From an optimization exercise on the open Yosys and OpenROAD flow, aimed at small area; shortcuts taken in it are not production practice.
In this exercise RTL edits were held to simulation tests only and were not proved equivalent to the original.
Power is estimated from default activity; no workload was simulated. No driver is modelled on the clock port, so clocking that relies on it looks cheaper here than on a real chip.

// cameraFilterTop
module cameraFilterTop (
  input  logic                 D5M_PIXLCLK,
  input  logic                 rstN,
  input  sensorPkg::rawPixel   sensorData,
  input  logic                 frameValid,
  input  logic                 lineValid,
  input  logic                 captureStart,
  input  logic                 captureEnd,
  input  logic [2:0]           mode,
  output filterPkg::grayPixel  viewPixel,
  output logic                 viewValid,
  output sensorPkg::frameCount frameTotal,
  output logic                 capturing
);
Settings: LEC_CHECK=0, CAP_MARGIN=20, CORE_MARGIN=2, CORE_UTILIZATION=40, CTS_CLUSTER_DIAMETER=90, CTS_CLUSTER_SIZE=30, SLEW_MARGIN=20, SYNTH_HIERARCHICAL=1, SYNTH_MINIMUM_KEEP_SIZE=0; clock period 10.0 ns.
standard.sh (not shown) runs the stock make flow with config.mk's settings and CLKGATE_MAP_FILE= SYNTH_SCRIPT=/design/flow/synth_recipe.tcl, a recipe that flattens the netlist after the stock synthesis.
==> flow/flow/run.sh <==
#!/bin/bash
# The standard layout (standard.sh, unchanged synthesis and steps), with two
# arguments of its own: ports are buffered with the smallest buffer, and the
# clock tree is built from larger sink clusters without dummy balancing loads.
# The whole make output goes to layout.log in the work folder; ORFS keeps each
# step's log under orfs/logs/.
set -euo pipefail
cd "$(dirname "$0")/.."
export BUFFER_PORTS_ARGS="-buffer_cell sky130_fd_sc_hd__buf_1"
export CTS_ARGS="-sink_clustering_enable -repair_clock_nets -sink_clustering_size 30 -sink_clustering_max_diameter 90 -dont_use_dummy_load"
status=0
bash standard.sh > layout.log 2>&1 || status=$?
tail -n 20 layout.log
exit $status
Then changed:
==> flow/run.sh (new file) <==
#!/bin/bash
# synth_recipe.tcl (not shown) runs the flow's synth.tcl, then flattens the netlist and writes it again
# the make line also repeats each setting of config.mk as NAME=value (left out here)
make -C /OpenROAD-flow-scripts/flow DESIGN_CONFIG=/design/flow/config.mk WORK_HOME=/design/flow/orfs CLKGATE_MAP_FILE= SYNTH_SCRIPT=/design/flow/synth_recipe.tcl finish
removed: flow/flow/run.sh
removed: flow/standard.sh
The new run went through all stages and came out clean.
Global-route usage stays flat.
Routed wire length is about the same.
Cell area rose by about 1.3%.
Sequential power hardly moves.
Sequential share of layout area drops by 1.0 points.
Setup slack improves by 0.10 ns.

========
cameraFilterTop, a different RTL version from the one above (not shown whole).
For scale: about 2900 cells after synthesis, ~67 I/O pins, ~71000 µm² of cells after synthesis.
==> flow/design.v (excerpt) <==
module cameraFilterTop (
  input  logic                 D5M_PIXLCLK,
  input  logic                 rstN,
  input  sensorPkg::rawPixel   sensorData,
  input  logic                 frameValid,
  input  logic                 lineValid,
  input  logic                 captureStart,
  input  logic                 captureEnd,
  input  logic [2:0]           mode,
  output filterPkg::grayPixel  viewPixel,
  output logic                 viewValid,
  output sensorPkg::frameCount frameTotal,
  output logic                 capturing
);
Settings: LEC_CHECK=0, CAP_MARGIN=20, CORE_MARGIN=2, CORE_UTILIZATION=40, CTS_CLUSTER_DIAMETER=90, CTS_CLUSTER_SIZE=30, SLEW_MARGIN=20, SYNTH_HIERARCHICAL=1, SYNTH_MINIMUM_KEEP_SIZE=0; clock period 10.0 ns.
run.sh (not shown) runs the stock make flow with config.mk's settings and CLKGATE_MAP_FILE= SYNTH_SCRIPT=/design/flow/synth_recipe.tcl, a recipe that flattens the netlist after the stock synthesis.
Stock flow here: none of the scripts above is used.
The baseline ran to the end with no violations.
Then changed:
==> flow/flow/run.sh (new file) <==
#!/bin/bash
# The standard layout (standard.sh, unchanged synthesis and steps), with two
# arguments of its own: ports are buffered with the smallest buffer, and the
# clock tree is built from larger sink clusters without dummy balancing loads.
# The whole make output goes to layout.log in the work folder; ORFS keeps each
# step's log under orfs/logs/.
set -euo pipefail
cd "$(dirname "$0")/.."
export BUFFER_PORTS_ARGS="-buffer_cell sky130_fd_sc_hd__buf_1"
export CTS_ARGS="-sink_clustering_enable -repair_clock_nets -sink_clustering_size 32 -sink_clustering_max_diameter 100 -dont_use_dummy_load -sink_clustering_buffer sky130_fd_sc_hd__clkbuf_16 -buf_list sky130_fd_sc_hd__clkbuf_8"
status=0
bash standard.sh > layout.log 2>&1 || status=$?
tail -n 20 layout.log
exit $status
==> flow/standard.sh (new file) <==
#!/bin/bash
# synth_recipe.tcl (not shown) runs the flow's synth.tcl, then flattens the netlist and writes it again
# the make line also repeats each setting of config.mk as NAME=value (left out here)
make -C /OpenROAD-flow-scripts/flow DESIGN_CONFIG=/design/flow/config.mk WORK_HOME=/design/flow/orfs CLKGATE_MAP_FILE= SYNTH_SCRIPT=/design/flow/synth_recipe.tcl "${@:-finish}"
removed: flow/run.sh
What happened: Core utilization shrinks by 0.56 points; final area shrinks by about 1.3%; worst setup slack is better by 0.13 ns; total power shrinks by 3.4%; final cell count shrinks by 0.74%; combinational power shrinks by 12%; critical path depth grows by 1; via count shrinks by about 0.5%; clock power shrinks by about 11%; flip-flop and latch count does not change.

-- port drivers added, routing unchanged --
In the flow no input, the clock included, has a driving cell. The finished layouts below were timed again as built, in two steps. Step 1 assumes that a clkbuf_16 drives the clock port and a buf_2 every other input. Step 2 moves the port delays by t, midway between the first and last clock arrival at a register: inputs arrive t later, outputs are due t later. That takes back most of the time a late clock gives input paths. a / b / c = ideal ports / drivers / drivers and shift; a / b = the first two.
run	t, ns	slack for setup (ns)	worst setup path at the end
the first run of note 1	0.761	0.607 / 0.607 / 0.607	register to register
the second run of note 1	0.780	0.709 / 0.709 / 0.709	register to register
the first run of note 2	0.793	1.055 / 1.055 / 1.055	register to register
the second run of note 2	0.905	1.187 / 1.187 / 1.187	register to register
After both steps every run listed still meets setup and hold.
